This is an optimization exercise on Yosys and OpenROAD, whose aim is small area, a short achievable clock period and few clock cycles per item, not a production implementation.
Function was checked by simulation only, so behaviour that the tests miss may differ from the original.

## build 49
// complex_div
module complex_div #(
  parameter int data_in_w  = 8,
  parameter int data_out_w = 16,
  parameter int frac_w     = 8
) (
  input  logic                         clk,
  input  logic                         reset_n,
  input  logic signed [data_in_w-1:0]  a_real,
  input  logic signed [data_in_w-1:0]  a_imag,
  input  logic signed [data_in_w-1:0]  b_real,
  input  logic signed [data_in_w-1:0]  b_imag,
  input  logic                         in_valid,
  output logic                         in_ready,
  output logic signed [data_out_w-1:0] out_real,
  output logic signed [data_out_w-1:0] out_imag,
  output logic                         out_valid,
  input  logic                         out_ready,
  output logic                         div_zero,
  output logic                         sat
);
  localparam int NS = 16;    
  localparam int DW = 16;    
  localparam int SPS = 1;    
  localparam int NT = NS / SPS;  
  logic          adv;                
  logic [NT+4:0] vld;                
  logic          kv;                 
  logic          push, pop, o_free;
  assign in_ready = adv;
  logic [7:0] ar0, ai0, br0, bi0;
  logic [3:0] br_one, br_two, br_neg, bi_one, bi_two, bi_neg;
  function automatic logic [11:0] booth(input logic [7:0] b);
    logic [3:0] o, t, n;
    logic       b2, b1, b0;
    for (int k = 0; k < 4; k++) begin
      b2   = b[2*k+1];
      b1   = b[2*k];
      b0   = (k == 0) ? 1'b0 : b[2*k-1];
      o[k] = b1 ^ b0;
      t[k] = (b2 & ~b1 & ~b0) | (~b2 & b1 & b0);
      n[k] = b2 & ~(b1 & b0);
    end
    booth = {o, t, n};
  endfunction
  logic [16:0] nr_x, nr_y, nr_z, ni_x, ni_y, ni_z;
  logic [15:0] d_x, d_y, d_z;
  logic [16:0] nr_x1, nr_y1, nr_z1, ni_x1, ni_y1, ni_z1;
  logic [15:0] d_x1, d_y1, d_z1;
  cd_front u_front (
    .ar(ar0), .ai(ai0), .br(br0), .bi(bi0),
  ...
For scale: ~5500 cells after synthesis, ~1400 flip-flops, ~0.075 mm2 of cells after synthesis.
clock: 7.0 ns
lec_check: 0
cap_margin: 20
core_margin: 2
core_utilization: 70
cts_buf_list: sky130_fd_sc_hd__clkbuf_8
cts_cluster_size: 24
setup_slack_margin: 3.8
slew_margin: 20
run.sh (not shown) runs the stock make flow with config.mk's settings and CLKGATE_MAP_FILE= SYNTH_SCRIPT=/design/flow/synth_recipe.tcl, a recipe that flattens the netlist after the stock synthesis.
Build 49 reached the end of the flow, and the finished layout is clean on the timing, DRC and antenna checks.
Testbench counts of build 49, summed over its fixed seeds: cycles 3,376, items 3,200.
> inputs changed (build 49 -> build 79)
Settings: CORE_UTILIZATION now 65, was 70; ABC_AREA now 1, previously not set.
Findings:
In the tables for build 79 and build 49, peak per-stage delay on the critical path reads lower with build 49. Status: area taken by flip-flops and latches parity (build 79, build 49). Compared with build 49, build 79 instantiates a larger number of standard cells. Diff build 49 -> build 79 | post-CTS setup-driven buffer insertion count | decrease of 33. Wire: build 79 routes more than build 49. The run showing the greater worst setup slack is build 79. Via density per instance delta for build 79 relative to build 49: about 6.5% lower.
Changes in build 98 relative to build 79:
Settings: a change of CORE_UTILIZATION from 65 to 60; a change of CTS_BUF_LIST from sky130_fd_sc_hd__clkbuf_8 to sky130_fd_sc_hd__clkbuf_8 sky130_fd_sc_hd__clkbuf_16.
--- outcome ---
Compared with build 79, build 98 shows total number of tap cells higher by 126.
diff inputs: build 98 => build 20
Settings: a change of SETUP_SLACK_MARGIN from 3.8 to 3.9; a change of CTS_BUF_LIST from sky130_fd_sc_hd__clkbuf_8 sky130_fd_sc_hd__clkbuf_16 to sky130_fd_sc_hd__clkbuf_8.
--- outcome ---
- From build 98 to build 20 the numbers moved as follows: area after synthesis was more or less identical, fraction of area in multi-input gates went up by 0.35 points, global routing usage on met3 went up by 0.36 points, total length of routed wires was more or less identical.

========
## job 5078
Starting RTL as in the previous note.
clock: 7.0 ns
lec_check: 0
cap_margin: 20
core_margin: 2
core_utilization: 60
cts_buf_list: sky130_fd_sc_hd__clkbuf_4
cts_cluster_size: 24
setup_slack_margin: 3.8
slew_margin: 20
Testbench counts of job 5078, summed over its fixed seeds: cycles 3,376, items 3,200.
Here is what was changed in the inputs of job 3261 compared with job 5078.
- swapping sky130_fd_sc_hd__clkbuf_4 for sky130_fd_sc_hd__clkbuf_8 in CTS_BUF_LIST
- putting ABC_CLOCK_PERIOD_IN_PS at 3100 where nothing was set
Results
Comparing the two runs side by side, job 3261 comes out ahead of job 5078 on overall routed net length. Comparing job 5078 and job 3261, the lower count of instances resized after the clock tree is built was measured on job 3261. Relative to job 5078, number of stages on the worst setup path has increased by 13 in job 3261. In job 3261, final setup slack of the worst path is higher than in job 5078.
Input-level comparison between job 4828 and job 3261:
- SETUP_SLACK_MARGIN now 3.9, was 3.8
- ABC_CLOCK_PERIOD_IN_PS no longer set, was 3100
## What came out
Job 4828 went all the way through the flow, and no timing, DRC or antenna check failed.
Diff job 3261 -> job 4828: fraction of the core area covered by cells at the end of the flow went up 0.66 points; detailed-routing iteration count for the pre-antenna-repair pass saw an increase; clock skew comparable.
Post-route minimum period: job 4828 higher than job 3261
Between job 4828 and job 3261, the total area of multi-input combinational cells is lower for job 3261.
Re post-route fraction of the period consumed by the critical path: job 4828 and job 3261 aren't equal, and the lower value belongs to job 3261.
diff inputs: job 4828 => job 8367
- a change of SETUP_SLACK_MARGIN from 3.9 to 3.8
- a deleted CTS_BUF_LIST that had been sky130_fd_sc_hd__clkbuf_8
- a deleted CTS_CLUSTER_SIZE that had been 24
### Flow results
Taking job 4828 as the reference point, the count of plain and timing-repair buffers of job 8367 falls by 45. Of the two values seen for worst setup path category, register to register was produced by job 8367 and register to output port by job 4828. Taking job 4828 as the reference, in job 8367 hold slack dropped 0.0036 ns, number of stages on the worst setup path climbed 13, part of the cycle the worst path needs picked up an extra 0.51 points. Taking job 4828 as the reference point, the final net count of job 8367 falls by 1.8%.
Edits applied to the flow inputs when going from job 8367 to job 2006:
- CTS_BUF_LIST: unset -> sky130_fd_sc_hd__clkbuf_8
- SETUP_SLACK_MARGIN: 3.8 -> 4.0
- CTS_CLUSTER_SIZE: unset -> 24
[summary]
Between job 8367 and job 2006, per-cell via count in the routed design decreased. The clock latency of the later-clocked register in the worst-skew pair reported for job 2006 is greater than that of job 8367 by 0.17 ns. Summary of job 2006 over job 8367: overall routed net length went up; non-clock buffer count now sits higher; initial antenna violation count climbed 3.

==> static timing again, ports no longer ideal <==
Ports are ideal in the flow. The routed layouts listed here were re-timed in OpenROAD.
Step 1 sets driving cells, clkbuf_16 on the clock port and buf_2 on the other inputs (assumed; they add their load-dependent delay and slew).
Step 2 adds t to the input delays and takes it off the output delays; t is the mean of the earliest and latest rising clock arrival at the registers after step 1. Input paths then give back, and output paths get back, about the clock's delay inside the block.
Three values: no drivers, after step 1, after step 2; two values: the first two.
| run | t (ns) | setup slack, ns | pins driven straight from the clock port |
|---|---|---|---|
| build 49 | 0.952 | 3.835 / 3.793 / 3.835 | 1 |
| build 79 | 1.014 | 3.861 / 3.785 / 3.930 | 1 |
| build 98 | 0.837 | 3.871 / 3.798 / 3.899 | 1 |
| build 20 | 1.000 | 3.919 / 3.919 / 3.919 | 1 |
| job 5078 | 1.319 | 3.636 / 3.564 / 3.751 | 1 |
| job 3261 | 0.990 | 3.895 / 3.862 / 3.744 | 1 |
| job 4828 | 0.997 | 3.879 / 3.806 / 3.730 | 1 |
| job 8367 | 0.833 | 3.843 / 3.843 / 3.725 | 1 |
| job 2006 | 0.991 | 3.910 / 3.887 / 3.742 | 1 |
After both steps setup and hold are still met in every run listed. For job 2006, which loses most, drivers alone change the setup slack by -0.023 ns; drivers and shift together by -0.168 ns.
